Context: an optimization exercise on an open-source flow, tuned for small area, a short achievable clock period and few clock cycles per item. The choices shown serve that exercise and are no tape-out recipe.
RTL that was checked went through simulation tests only; none was proved equivalent to the original.
Power and IR drop assume default switching activity.

Design line_sensor_calibrate_normalize_marker_unit, start of the top module:
module line_sensor_calibrate_normalize_marker_unit #(
  parameter int SENSOR_COUNT = lsn_pkg::SENSOR_COUNT_DEF
) (
  input  logic                          clk,
  input  logic                          rst,
  input  logic                          cfg_we,
  input  logic [lsn_pkg::CFG_IDX_W-1:0]  cfg_index,
  input  logic [lsn_pkg::CFG_DATA_W-1:0] cfg_data,
  input  logic                          in_valid,
  output logic                          in_ready,
  input  logic [lsn_pkg::CMD_W-1:0]     in_command,
  input  logic [lsn_pkg::IDX_W-1:0]     in_sensor_index,
  input  logic [lsn_pkg::SAMPLE_W-1:0]  in_raw_sample,
  output logic                          out_valid,
  input  logic                          out_ready,
  output logic [lsn_pkg::LEVEL_W-1:0]   out_normalized,
  output logic                          out_on_marker,
  output logic                          out_marker_edge,
  output logic [lsn_pkg::COUNT_W-1:0]   out_left_markers,
  output logic [lsn_pkg::COUNT_W-1:0]   out_right_markers
);
clock: 9.0 ns
lec_check: 0
abc_clock_period_in_ps: 3000
cap_margin: 20
core_margin: 2
core_utilization: 50
cts_buf_list: sky130_fd_sc_hd__clkbuf_16
cts_cluster_diameter: 110
cts_cluster_size: 28
place_density: 0.7
slew_margin: 20
tns_end_percent: 100
standard.sh (not shown) runs the stock make flow with config.mk's settings and CLKGATE_MAP_FILE= SYNTH_SCRIPT=/design/flow/synth_recipe.tcl, a recipe that flattens the netlist after the stock synthesis.
==> flow/flow/run.sh <==
#!/bin/bash
# Standard ORFS layout (the standard.sh, unchanged synthesis, floorplan,
# power grid, placement, CTS and routing) with two repair settings changed:
#  - MATCH_CELL_FOOTPRINT=0, so repair may resize the port buffers and other
#    cells to a different footprint (detailed placement runs after each repair).
# Full tool output goes to flow_make.log here; ORFS keeps per-step logs under
# orfs/logs.
set -euo pipefail
bash standard.sh SETUP_SLACK_MARGIN=5.9 MATCH_CELL_FOOTPRINT=0 finish > flow_make.log 2>&1
Testbench counts at the start, summed over its fixed seeds: cycles 4,648, items 4,576.
Rerun with:
==> flow/flow/run.sh (replaced) <==
#!/bin/bash
# Standard ORFS layout; the only change is a larger setup repair margin so that
# timing repair keeps working below the 9 ns constraint (the clock period and
# all constraints are the standard flow's own). Full tool output goes to flow_make.log here;
# ORFS keeps per-step logs under orfs/logs.
set -euo pipefail
bash standard.sh SETUP_SLACK_MARGIN=5.9 MATCH_CELL_FOOTPRINT=0 finish > flow_make.log 2>&1
Settings changed: CTS_BUF_LIST sky130_fd_sc_hd__clkbuf_16 to sky130_fd_sc_hd__clkbuf_8, CTS_CLUSTER_DIAMETER 110 to default, CTS_CLUSTER_SIZE 28 to default.
What happened: The changed run finished clean; utilization rises by 1.3 points; total power rises by 6.4%; final cell count rises by 4.3%; cell area rises by about 2.3%; clock-buffer cell count rises by 85; worst setup slack improved by 0.076 ns; first-iteration DRC count rises by about 8%; fmax rises by 2.5%; clock skew rises by 0.021 ns; sequential power stays flat.

* * *

Setup of cedar:
Starting RTL as in the previous note.
==> flow/config.mk <==
export PLATFORM = sky130hd
export DESIGN_NAME = line_sensor_calibrate_normalize_marker_unit
export DESIGN_NICKNAME = line_sensor_calibrate_normalize_marker_unit
export VERILOG_FILES = /design/flow/design.v
export SDC_FILE = /design/flow/constraint.sdc
export NUM_CORES = 4
export LEC_CHECK = 0
export ABC_CLOCK_PERIOD_IN_PS = 3000
export CAP_MARGIN = 20
export CORE_MARGIN = 2
export CORE_UTILIZATION = 50
export CTS_BUF_LIST = sky130_fd_sc_hd__clkbuf_16
export CTS_CLUSTER_DIAMETER = 100
export CTS_CLUSTER_SIZE = 24
export PLACE_DENSITY = 0.7
export SLEW_MARGIN = 20
export TNS_END_PERCENT = 0
==> flow/constraint.sdc <==
create_clock -name core_clock -period 9.0 [get_ports {clk}]
set_input_delay 1.8000 -clock core_clock [delete_from_list [all_inputs] [get_ports {clk}]]
set_output_delay 1.8000 -clock core_clock [all_outputs]
set_load 0.01 [all_outputs]
==> flow/flow/run.sh <==
#!/bin/bash
# Standard ORFS layout (the standard.sh, unchanged synthesis, floorplan,
# power grid, placement, CTS and routing) with two repair settings changed:
#  - MATCH_CELL_FOOTPRINT=0, so repair may resize the port buffers and other
#    cells to a different footprint (detailed placement runs after each repair).
# Full tool output goes to flow_make.log here; ORFS keeps per-step logs under
# orfs/logs.
set -euo pipefail
bash standard.sh SETUP_SLACK_MARGIN=6.1 MATCH_CELL_FOOTPRINT=0 finish > flow_make.log 2>&1
Testbench counts of cedar, summed over its fixed seeds: cycles 4,648, items 4,576.
Relative to cedar, the following input files were edited for lagoon:
- changing TNS_END_PERCENT from 0 to 100
diff --git a/flow/flow/run.sh b/flow/flow/run.sh
--- a/flow/flow/run.sh
+++ b/flow/flow/run.sh
@@ -7,3 +7,3 @@
 # orfs/logs.
 set -euo pipefail
-bash standard.sh SETUP_SLACK_MARGIN=6.1 MATCH_CELL_FOOTPRINT=0 finish > flow_make.log 2>&1
+bash standard.sh SETUP_SLACK_MARGIN=5.9 MATCH_CELL_FOOTPRINT=0 finish > flow_make.log 2>&1
### Flow results
Going from cedar to lagoon, the clock group total power was found to have gone down by about 3%. lagoon reports a higher combinational share of power than cedar does. Of cedar and lagoon, cedar shows the lower via count, with lagoon above it. Total of clock buffers placed in the layout, cedar and lagoon: smaller value in lagoon.
#### Input delta (onyx over lagoon)
- CTS_CLUSTER_SIZE: 24 -> unset
- CTS_CLUSTER_DIAMETER: 100 -> unset
- PLACE_DENSITY: 0.7 -> unset
- TNS_END_PERCENT: 100 -> 0
- CTS_BUF_LIST: sky130_fd_sc_hd__clkbuf_16 -> sky130_fd_sc_hd__clkbuf_8
==> flow/flow/run.sh <==
#!/bin/bash
# Standard ORFS layout; the only change is a larger setup repair margin so that
# timing repair keeps working below the 9 ns constraint (the clock period and
# all constraints are the standard flow's own). Full tool output goes to flow_make.log here;
# ORFS keeps per-step logs under orfs/logs.
set -euo pipefail
bash standard.sh SETUP_SLACK_MARGIN=6.2 finish > flow_make.log 2>&1
### Flow results
- onyx ended with every stage complete and zero timing, DRC or antenna violations.
- Diff lagoon -> onyx: synthesized cell count about even, met3 capacity usage during global routing about even, fraction of area in non-clock buffers fell 1.3 points, share of cell area taken by multi-input logic gates fell 0.99 points.
- From lagoon to onyx the numbers moved as follows: critical path data arrival time moved up; total power increased by about 6% relative to the old numbers.
- On clock power, the lower figure sits with lagoon, not onyx.
#### Input delta (indigo over onyx)
- TNS_END_PERCENT: 0 -> 20
diff --git a/flow/flow/run.sh b/flow/flow/run.sh
--- a/flow/flow/run.sh
+++ b/flow/flow/run.sh
@@ -5,3 +5,3 @@
 # ORFS keeps per-step logs under orfs/logs.
 set -euo pipefail
-bash standard.sh SETUP_SLACK_MARGIN=6.2 finish > flow_make.log 2>&1
+bash standard.sh SETUP_SLACK_MARGIN=6.0 finish > flow_make.log 2>&1
==> results.txt <==
indigo vs. onyx: core utilization up 0.99 points, number of buffers inserted to repair setup after CTS down about 6%, setup slack flat, total power up 3.3%.
Category of the most critical setup path = input pin to flop: onyx; category of the most critical setup path = flop to output pin: indigo
Cell area after layout grows slightly when moving from onyx to indigo.
Maximum clock frequency of indigo is on par with onyx.
Cmp indigo vs onyx: detailed-route wire length higher in indigo
Proportion of power drawn by combinational gates (higher): indigo
The following lists how yarrow was set up differently from indigo:
- CTS_BUF_LIST now sky130_fd_sc_hd__clkbuf_16, was sky130_fd_sc_hd__clkbuf_8
- TNS_END_PERCENT now 100, was 20
- PLACE_DENSITY now 0.7, previously not set
- CTS_CLUSTER_SIZE now 24, previously not set
- CTS_CLUSTER_DIAMETER now 100, previously not set
diff --git a/flow/flow/run.sh b/flow/flow/run.sh
--- a/flow/flow/run.sh
+++ b/flow/flow/run.sh
@@ -5,3 +5,3 @@
 # ORFS keeps per-step logs under orfs/logs.
 set -euo pipefail
-bash standard.sh SETUP_SLACK_MARGIN=6.0 finish > flow_make.log 2>&1
+bash standard.sh SETUP_SLACK_MARGIN=5.9 MATCH_CELL_FOOTPRINT=0 finish > flow_make.log 2>&1
--- outcome ---
- Between indigo and yarrow, overall routed net length is higher for indigo, yarrow comes in under that.
- Via count of the first global-routing pass for yarrow is lower than for indigo.
- Taking indigo as the reference, in yarrow non-filler instance count after layout down 4.1%; final design area excluding fillers down 2.9%; share of the core filled with cells in the final layout down 1.7 points.
- The lower final setup slack of the worst path of indigo and yarrow is in indigo.
- Taking indigo as the reference, in yarrow critical path buffer and inverter count grew by 1; total clock buffers created by CTS shrank by 82; share of total power in the clock network shrank by 4.8 points.

* * *

## v17
Starting RTL as in the previous note.
// line_sensor_calibrate_normalize_marker_unit
module line_sensor_calibrate_normalize_marker_unit #(
  parameter int SENSOR_COUNT = lsn_pkg::SENSOR_COUNT_DEF
) (
  input  logic                          clk,
  input  logic                          rst,
  input  logic                          cfg_we,
  input  logic [lsn_pkg::CFG_IDX_W-1:0]  cfg_index,
  input  logic [lsn_pkg::CFG_DATA_W-1:0] cfg_data,
  input  logic                          in_valid,
  output logic                          in_ready,
  input  logic [lsn_pkg::CMD_W-1:0]     in_command,
  input  logic [lsn_pkg::IDX_W-1:0]     in_sensor_index,
  input  logic [lsn_pkg::SAMPLE_W-1:0]  in_raw_sample,
  output logic                          out_valid,
  input  logic                          out_ready,
  output logic [lsn_pkg::LEVEL_W-1:0]   out_normalized,
  output logic                          out_on_marker,
  output logic                          out_marker_edge,
  output logic [lsn_pkg::COUNT_W-1:0]   out_left_markers,
  output logic [lsn_pkg::COUNT_W-1:0]   out_right_markers
);
  localparam logic [4:0] REG_AFTER = 5'b11111;
  localparam bit REG_PRE = 1'b1;
  logic adv;         
  logic sk_v;        
  logic rdy;         
  assign adv      = !sk_v;
  assign in_ready = rdy;
  logic [SAMPLE_W-1:0] min_span;
  logic [LEVEL_W-1:0]  mark_level;
  always_ff @(posedge clk) begin
    if (rst) begin
      min_span   <= MIN_SPAN_RST;
      mark_level <= THRESHOLD_RST;
    end else if (cfg_we) begin
      if (cfg_index == 1'b0) min_span <= cfg_data[SAMPLE_W-1:0];
      else                   mark_level <= cfg_data[LEVEL_W-1:0];
    end
  end
  logic [SAMPLE_W-1:0] cal_max [SENSOR_COUNT];
  logic [SAMPLE_W-1:0] cal_min [SENSOR_COUNT];
  logic [SENSOR_COUNT-1:0] cal_set;
  logic                    s0_v;
  logic [CMD_W-1:0]        s0_cmd;
  logic [IDX_W-1:0]        s0_idx;
  logic [SENSOR_COUNT-1:0] s0_oh;
  ...
clock: 9.0 ns
lec_check: 0
abc_clock_period_in_ps: 3000
cap_margin: 20
core_margin: 2
core_utilization: 50
cts_buf_list: sky130_fd_sc_hd__clkbuf_16
cts_cluster_diameter: 100
cts_cluster_size: 24
place_density: 0.7
slew_margin: 20
tns_end_percent: 0
==> flow/flow/run.sh <==
#!/bin/bash
# Standard ORFS layout (the standard.sh, unchanged synthesis, floorplan,
# power grid, placement, CTS and routing) with two repair settings changed:
#  - MATCH_CELL_FOOTPRINT=0, so repair may resize the port buffers and other
#    cells to a different footprint (detailed placement runs after each repair).
# Full tool output goes to flow_make.log here; ORFS keeps per-step logs under
# orfs/logs.
set -euo pipefail
bash standard.sh SETUP_SLACK_MARGIN=6.6 MATCH_CELL_FOOTPRINT=0 finish > flow_make.log 2>&1
v17: flow completed, timing, DRC and antenna clean
Testbench counts of v17, summed over its fixed seeds: cycles 4,648, items 4,576.
#### Input delta (v2 over v17)
==> flow/flow/run.sh <==
#!/bin/bash
# Standard ORFS layout; the only change is a larger setup repair margin so that
# timing repair keeps working below the 9 ns constraint (the clock period and
# all constraints are the standard flow's own). Full tool output goes to flow_make.log here;
# ORFS keeps per-step logs under orfs/logs.
set -euo pipefail
bash standard.sh SETUP_SLACK_MARGIN=6.0 MATCH_CELL_FOOTPRINT=0 finish > flow_make.log 2>&1
diff --git a/flow/config.mk b/flow/config.mk
--- a/flow/config.mk
+++ b/flow/config.mk
@@ -11,7 +11,4 @@
 export CORE_UTILIZATION = 50
-export CTS_BUF_LIST = sky130_fd_sc_hd__clkbuf_16
-export CTS_CLUSTER_DIAMETER = 100
-export CTS_CLUSTER_SIZE = 24
-export PLACE_DENSITY = 0.7
+export CTS_BUF_LIST = sky130_fd_sc_hd__clkbuf_8
 export SLEW_MARGIN = 20
-export TNS_END_PERCENT = 0
+export TNS_END_PERCENT = 20
v2 finished all stages; the layout is clean. v17 completed; timing, DRC and antenna clean. Of the two candidates, v17 has the better total detailed-routing wirelength and v2 the worse one. Between v2 and v17, the switching power share of the total figures differ only marginally. The fraction of area in multi-input gates in v2 sits 0.87 points below the value recorded for v17. In the metrics for v17 and v2, the one carrying the lower layout clock buffer count is v17. v17 -> v2: power per cell area increased by a few percent. Diff v2..v17 | horizontal extent of the die | unchanged. Sort v17 and v2 by global-route usage asc -> top: v17.

* * *

Another version of the RTL of line_sensor_calibrate_normalize_marker_unit (not shown whole).
Size in the first run: ~3,100 cells after synthesis, ~740 flip-flops, roughly 82 I/O pins, about 0.037 mm^2 of cells after synthesis.
==> flow/design.v (excerpt) <==
module line_sensor_calibrate_normalize_marker_unit #(
  parameter int SENSOR_COUNT = lsn_pkg::SENSOR_COUNT_DEF
) (
  input  logic                          clk,
  input  logic                          rst,
  input  logic                          cfg_we,
  input  logic [lsn_pkg::CFG_IDX_W-1:0]  cfg_index,
  input  logic [lsn_pkg::CFG_DATA_W-1:0] cfg_data,
  input  logic                          in_valid,
  output logic                          in_ready,
  input  logic [lsn_pkg::CMD_W-1:0]     in_command,
  input  logic [lsn_pkg::IDX_W-1:0]     in_sensor_index,
  input  logic [lsn_pkg::SAMPLE_W-1:0]  in_raw_sample,
  output logic                          out_valid,
  input  logic                          out_ready,
  output logic [lsn_pkg::LEVEL_W-1:0]   out_normalized,
  output logic                          out_on_marker,
  output logic                          out_marker_edge,
  output logic [lsn_pkg::COUNT_W-1:0]   out_left_markers,
  output logic [lsn_pkg::COUNT_W-1:0]   out_right_markers
);
clock: 9.0 ns
lec_check: 0
abc_clock_period_in_ps: 3000
cap_margin: 20
core_margin: 2
core_utilization: 50
setup_slack_margin: 5
slew_margin: 20
run.sh (not shown) runs the stock make flow with config.mk's settings and CLKGATE_MAP_FILE= SYNTH_SCRIPT=/design/flow/synth_recipe.tcl, a recipe that flattens the netlist after the stock synthesis.
Stock flow here: none of the scripts above is used.
Next try:
- ABC_CLOCK_PERIOD_IN_PS: 3000 -> unset
- CORE_UTILIZATION: 50 -> 40
- SETUP_SLACK_MARGIN: 5 -> 3
=> The changed run completed with no timing, DRC or antenna violations. Clock power came out higher by a few percent. Power came out lower slightly. Setup slack gets worse by 0.48 ns. Clock-buffer cell count is unchanged. Synthesized area stays the same. Final cell count came out higher by a few percent. Clock skew came out lower by 0.028 ns. Final area came out higher slightly. Die area came out higher by a quarter to a third. Sequential power came out lower slightly. Via count came out lower by a few percent.
No functional check of the RTL was part of any run of this note.

* * *

umber:
RTL: one of the versions met above, not the one the previous note started from.
For scale: ~3100 cells after synthesis, roughly 38000 µm² of cells after synthesis.
export LEC_CHECK = 0
export ABC_CLOCK_PERIOD_IN_PS = 3000
export CAP_MARGIN = 20
export CORE_MARGIN = 2
export CORE_UTILIZATION = 50
export CTS_BUF_LIST = sky130_fd_sc_hd__clkbuf_8
export SLEW_MARGIN = 20
export TNS_END_PERCENT = 100
create_clock -name core_clock -period 9.0 [get_ports {clk}]
standard.sh (not shown) runs the stock make flow with config.mk's settings and CLKGATE_MAP_FILE= SYNTH_SCRIPT=/design/flow/synth_recipe.tcl, a recipe that flattens the netlist after the stock synthesis.
==> flow/flow/run.sh <==
#!/bin/bash
# Standard ORFS layout; the only change is a larger setup repair margin so that
# timing repair keeps working below the 9 ns constraint (the clock period and
# all constraints are the standard flow's own). Full tool output goes to flow_make.log here;
# ORFS keeps per-step logs under orfs/logs.
set -euo pipefail
bash standard.sh SETUP_SLACK_MARGIN=5.9 finish > flow_make.log 2>&1
Testbench counts of umber, summed over its fixed seeds: cycles 4,648, items 4,576.
> inputs changed (umber -> raven)
- PLACE_DENSITY: unset -> 0.7
- CTS_CLUSTER_DIAMETER: unset -> 100
- CTS_BUF_LIST: sky130_fd_sc_hd__clkbuf_8 -> sky130_fd_sc_hd__clkbuf_16
- TNS_END_PERCENT: 100 -> 0
- CTS_CLUSTER_SIZE: unset -> 24
==> flow/flow/run.sh <==
#!/bin/bash
# Standard ORFS layout (the standard.sh, unchanged synthesis, floorplan,
# power grid, placement, CTS and routing) with two repair settings changed:
#  - MATCH_CELL_FOOTPRINT=0, so repair may resize the port buffers and other
#    cells to a different footprint (detailed placement runs after each repair).
# Full tool output goes to flow_make.log here; ORFS keeps per-step logs under
# orfs/logs.
set -euo pipefail
bash standard.sh SETUP_SLACK_MARGIN=6.3 MATCH_CELL_FOOTPRINT=0 finish > flow_make.log 2>&1
## What came out
Number of global-route vias before repair for raven is lower than for umber.
Compared to umber, raven has met1 wire length about 14% lower.
Compared with umber, raven shows a lower aggregate global-route resource usage.
The inputs of sierra differ from those of raven as listed below.
- swapping 50 for 60 in CORE_UTILIZATION
- swapping 0 for 100 in TNS_END_PERCENT
- swapping 0.7 for 0.78 in PLACE_DENSITY
diff --git a/flow/flow/run.sh b/flow/flow/run.sh
--- a/flow/flow/run.sh
+++ b/flow/flow/run.sh
@@ -7,3 +7,3 @@
 # orfs/logs.
 set -euo pipefail
-bash standard.sh SETUP_SLACK_MARGIN=6.3 MATCH_CELL_FOOTPRINT=0 finish > flow_make.log 2>&1
+bash standard.sh SETUP_SLACK_MARGIN=5.9 MATCH_CELL_FOOTPRINT=0 finish > flow_make.log 2>&1
==> comparison <==
sierra ends up with lower setup slack after layout than raven does.
The run showing the smaller clock power share is sierra.
In the tables for raven and sierra, cell area reads lower with raven.
Measured slew at the worst slew-check pin delta for sierra relative to raven: 64 ps higher

[what the ideal ports hide]
Ports are ideal in the flow. The routed layouts listed here were re-timed in OpenROAD.
Step 1: set_driving_cell puts a clkbuf_16 on clk and a buf_2 on each other input, an assumption about the parent block.
Step 2, shift: input delay + t, output delay - t, t = (earliest + latest rising clock arrival at the registers) / 2. This alone moves slack from input paths to output paths.
Slacks: no drivers / after step 1 / after step 2; pairs: no drivers / after step 1.
run | shift t [ns] | slack for setup (ns) | worst setup path after step 2
the first run of note 1 | 0.671 | 5.847 / 5.886 / 5.215 | input to register
the second run of note 1 | 0.816 | 5.923 / 5.866 / 5.130 | input to register
cedar | 0.669 | 5.917 / 5.934 / 5.288 | input to register
lagoon | 0.669 | 5.901 / 5.923 / 5.272 | input to register
onyx | 0.812 | 5.797 / 5.822 / 5.009 | input to register
indigo | 0.821 | 5.799 / 5.734 / 5.051 | input to register
yarrow | 0.669 | 5.901 / 5.923 / 5.272 | input to register
v17 | 0.668 | 5.936 / 5.946 / 5.308 | input to register
v2 | 0.841 | 5.846 / 5.790 / 5.051 | input to register
the first run of note 4 | 0.686 | 4.860 / 4.860 / 4.734 | input to register
the second run of note 4 | 0.718 | 4.379 / 4.379 / 4.379 | register to register
umber | 0.840 | 5.895 / 5.829 / 5.106 | input to register
raven | 0.668 | 5.936 / 5.946 / 5.308 | input to register
sierra | 0.672 | 5.801 / 5.837 / 5.165 | input to register
After both steps every run listed still meets setup and hold. For v2, which loses most, drivers alone change the setup slack by -0.056 ns; drivers and shift together by -0.795 ns.
